This design comes from an exercise in tuning for small area, a short achievable clock period and few clock cycles on the open sky130 flow, not from production work. RTL that was checked went through simulation tests only; none was proved equivalent to the original. Power and IR drop assume default switching activity.

// buddy_block_allocator
module buddy_block_allocator #(
    parameter int MAX_ORDER = 5,
    parameter int ID_WIDTH  = 16
) (
    input  wire         i_clk,
    input  wire         i_rst_n,
    input  wire         i_cfg_wr_en,
    input  wire [2:0]   i_cfg_wr_data,     
    input  wire         i_s_axis_tvalid,
    output logic        o_s_axis_tready,
    input  wire [31:0]  i_s_axis_tdata,    
    input  wire [0:0]   i_s_axis_tuser,    
    output logic        o_m_axis_tvalid,
    input  wire         i_m_axis_tready,
    output logic [15:0] o_m_axis_tdata,    
    output logic [1:0]  o_m_axis_tuser,    
    output logic        o_m_axis_tlast     
);
Size in the first run: about 1,900 cells after synthesis, roughly 710 flip-flops, roughly 62 I/O pins, roughly 27,000 um2 of cells after synthesis.
clock: 5.0 ns
lec_check: 0
cap_margin: 20
core_margin: 2
core_utilization: 40
cts_cluster_diameter: 90
cts_cluster_size: 28
setup_slack_margin: 2.85
slew_margin: 20
standard.sh (not shown) runs the stock make flow with config.mk's settings and CLKGATE_MAP_FILE= SYNTH_SCRIPT=/design/flow/synth_recipe.tcl, a recipe that flattens the netlist after the stock synthesis.
==> flow/flow/run.sh <==
#!/bin/bash
set -euo pipefail
export BUFFER_PORTS_ARGS="-buffer_cell sky130_fd_sc_hd__buf_2"
bash standard.sh > flow_make.log 2>&1
Testbench counts at the start, summed over its fixed seeds: cycles 2,690.
Edit:
Settings changed: SETUP_SLACK_MARGIN 2.85 to 2.6.
Effect: Wire length rises slightly. Cell area is lower by a few percent. Global-route usage rises by 0.57 points. Synthesized cell count stays the same. Die area is unchanged. Worst setup slack is worse by 0.081 ns. Final cell count goes down slightly. Clock-buffer cell count grows by 15. Via count fell by a few percent. Critical path depth rose by 2.
Edit:
Settings changed: CTS_CLUSTER_DIAMETER 90 to 80, CTS_CLUSTER_SIZE 28 to 24, SETUP_SLACK_MARGIN 2.6 to 2.7.
After rerunning:
- total power climbs by 3.7%
- register-to-register slack improved by 0.02 ns
- worst hold slack improved by 0.0040 ns
- final area climbs by 1.1%
- sequential share of layout area drops by 0.74 points
- wire length drops by 0.68%
- cell count climbs by 0.56%
- non-clock buffer count climbs by 16
- sequential power is about the same

---

buddy_block_allocator, a different RTL version from the one above (not shown whole).
For scale: about 1900 cells after synthesis, ~700 flip-flops, about 62 I/O pins, roughly 27000 µm² of cells after synthesis.
Design buddy_block_allocator, start of the top module:
module buddy_block_allocator #(
    parameter int MAX_ORDER = 5,
    parameter int ID_WIDTH  = 16
) (
    input  wire         i_clk,
    input  wire         i_rst_n,
    input  wire         i_cfg_wr_en,
    input  wire [2:0]   i_cfg_wr_data,     
    input  wire         i_s_axis_tvalid,
    output logic        o_s_axis_tready,
    input  wire [31:0]  i_s_axis_tdata,    
    input  wire [0:0]   i_s_axis_tuser,    
    output logic        o_m_axis_tvalid,
    input  wire         i_m_axis_tready,
    output logic [15:0] o_m_axis_tdata,    
    output logic [1:0]  o_m_axis_tuser,    
    output logic        o_m_axis_tlast     
);
Settings: LEC_CHECK=0, CAP_MARGIN=20, CORE_MARGIN=2, CORE_UTILIZATION=40, CTS_CLUSTER_DIAMETER=90, CTS_CLUSTER_SIZE=28, SETUP_SLACK_MARGIN=2.7, SLEW_MARGIN=20; clock period 5.0 ns.
Scripts as last shown in full above: flow/flow/run.sh
==> next run, changes <==
- CTS_CLUSTER_DIAMETER: 90 -> 80
- CTS_CLUSTER_SIZE: 28 -> 24
Result: The changed run produced a clean layout; synthesized cell count does not change; via count hardly moves; global-route usage goes up by 0.20 points; die area does not change; design area hardly moves; hold slack gets worse by 0.0052 ns; flip-flop and latch count does not change; cell count is about the same; total power goes up by a few percent.
No functional check of the RTL was part of any run of this note.

---

Another version of the RTL of buddy_block_allocator (not shown whole).
For scale: roughly 1900 cells after synthesis, ~720 flip-flops, about 62 I/O pins, about 28000 um^2 of cells after synthesis.
// buddy_block_allocator
module buddy_block_allocator #(
    parameter int MAX_ORDER = 5,
    parameter int ID_WIDTH  = 16
) (
    input  wire         i_clk,
    input  wire         i_rst_n,
    input  wire         i_cfg_wr_en,
    input  wire [2:0]   i_cfg_wr_data,     
    input  wire         i_s_axis_tvalid,
    output logic        o_s_axis_tready,
    input  wire [31:0]  i_s_axis_tdata,    
    input  wire [0:0]   i_s_axis_tuser,    
    output logic        o_m_axis_tvalid,
    input  wire         i_m_axis_tready,
    output logic [15:0] o_m_axis_tdata,    
    output logic [1:0]  o_m_axis_tuser,    
    output logic        o_m_axis_tlast     
);
    localparam int NS = 32;                
    logic [5:0]          r_lvlok;          
    logic [31:1]         r_split;          
    logic [NS-1:0]       r_used;           
    logic [ID_WIDTH-1:0] r_owner [NS];     
    logic [5:0]          r_count;          
    logic [5:1]          r_pend;           
    logic [5:0]          r_free;           
    logic [5:0]          r_pair;           
    logic                r_cv;
    logic                r_cfunc;
    logic [ID_WIDTH-1:0] r_cid;
    logic                r_cidnz;
    logic [5:0]          r_cge;            
    logic                r_qact;
    logic [NS-1:0]       r_qh;             
    logic [15:0]         r_qv;             
    logic [5:0]          r_qe2;            
    logic                r_qlast;          
    logic                r_ready;          
    logic                r_av;
    logic [1:0]          r_akind;
    logic [15:0]         r_avalue;
    logic                r_alast;
    logic                r_bv;
    logic [1:0]          r_bkind;
    logic [15:0]         r_bvalue;
    logic                r_blast;
    logic [5:0]    w_lvl_ok;               
  ...
clock: 5.0 ns
lec_check: 0
cap_margin: 20
core_margin: 2
core_utilization: 40
cts_cluster_diameter: 80
cts_cluster_size: 24
setup_slack_margin: 2.9
slew_margin: 20
Scripts as last shown in full above: flow/flow/run.sh
Testbench counts at the start, summed over its fixed seeds: cycles 2,690.
Then changed:
Settings changed: SETUP_SLACK_MARGIN 2.9 to 2.4.
After rerunning: The new run completed without violations; final cell count is lower by 3.0%; routed wire length decreases by about 3%; synthesized cell count does not change; setup slack gets worse by 0.26 ns; die area does not change; total power decreases by about 2%; count of clock-buffer cells in the layout shrinks by 9; clock skew goes up by 0.015 ns; global-route usage drops by 0.23 points; maximum frequency came out lower by 9.8%.

re-timing with driven ports:
No port has a modelled driver above. Below, the same layouts with a new extraction and two added sets of constraints. Step 1: set_driving_cell puts a clkbuf_16 on i_clk and a buf_2 on each other input, an assumption about the parent block. Step 2, shift: input delay + t, output delay - t, t = (earliest + latest rising clock arrival at the registers) / 2. This alone moves slack from input paths to output paths. a / b / c = no drivers / after step 1 / after step 2; a / b = the first two.
run | t (ns) | setup slack, ns | worst setup path after step 2 | worst slew at a driven data input, ns
the first run of note 1 | 0.701 | 2.689 / 2.685 / 2.334 | input to register | 0.04
the second run of note 1 | 0.706 | 2.608 / 2.608 / 2.117 | input to register | 0.05
the third run of note 1 | 0.653 | 2.628 / 2.628 / 2.330 | input to register | 0.04
the first run of note 2 | 0.700 | 2.540 / 2.540 / 2.322 | input to register | 0.04
the second run of note 2 | 0.659 | 2.534 / 2.534 / 2.293 | input to register | 0.04
the first run of note 3 | 0.654 | 2.644 / 2.644 / 2.284 | input to register | 0.04
the second run of note 3 | 0.656 | 2.386 / 2.386 / 2.253 | input to register | 0.04
After both steps every run listed still meets setup and hold. The setup slack of the second run of note 1, which loses most, moves by 0.000 ns with the drivers and by -0.491 ns with both steps.
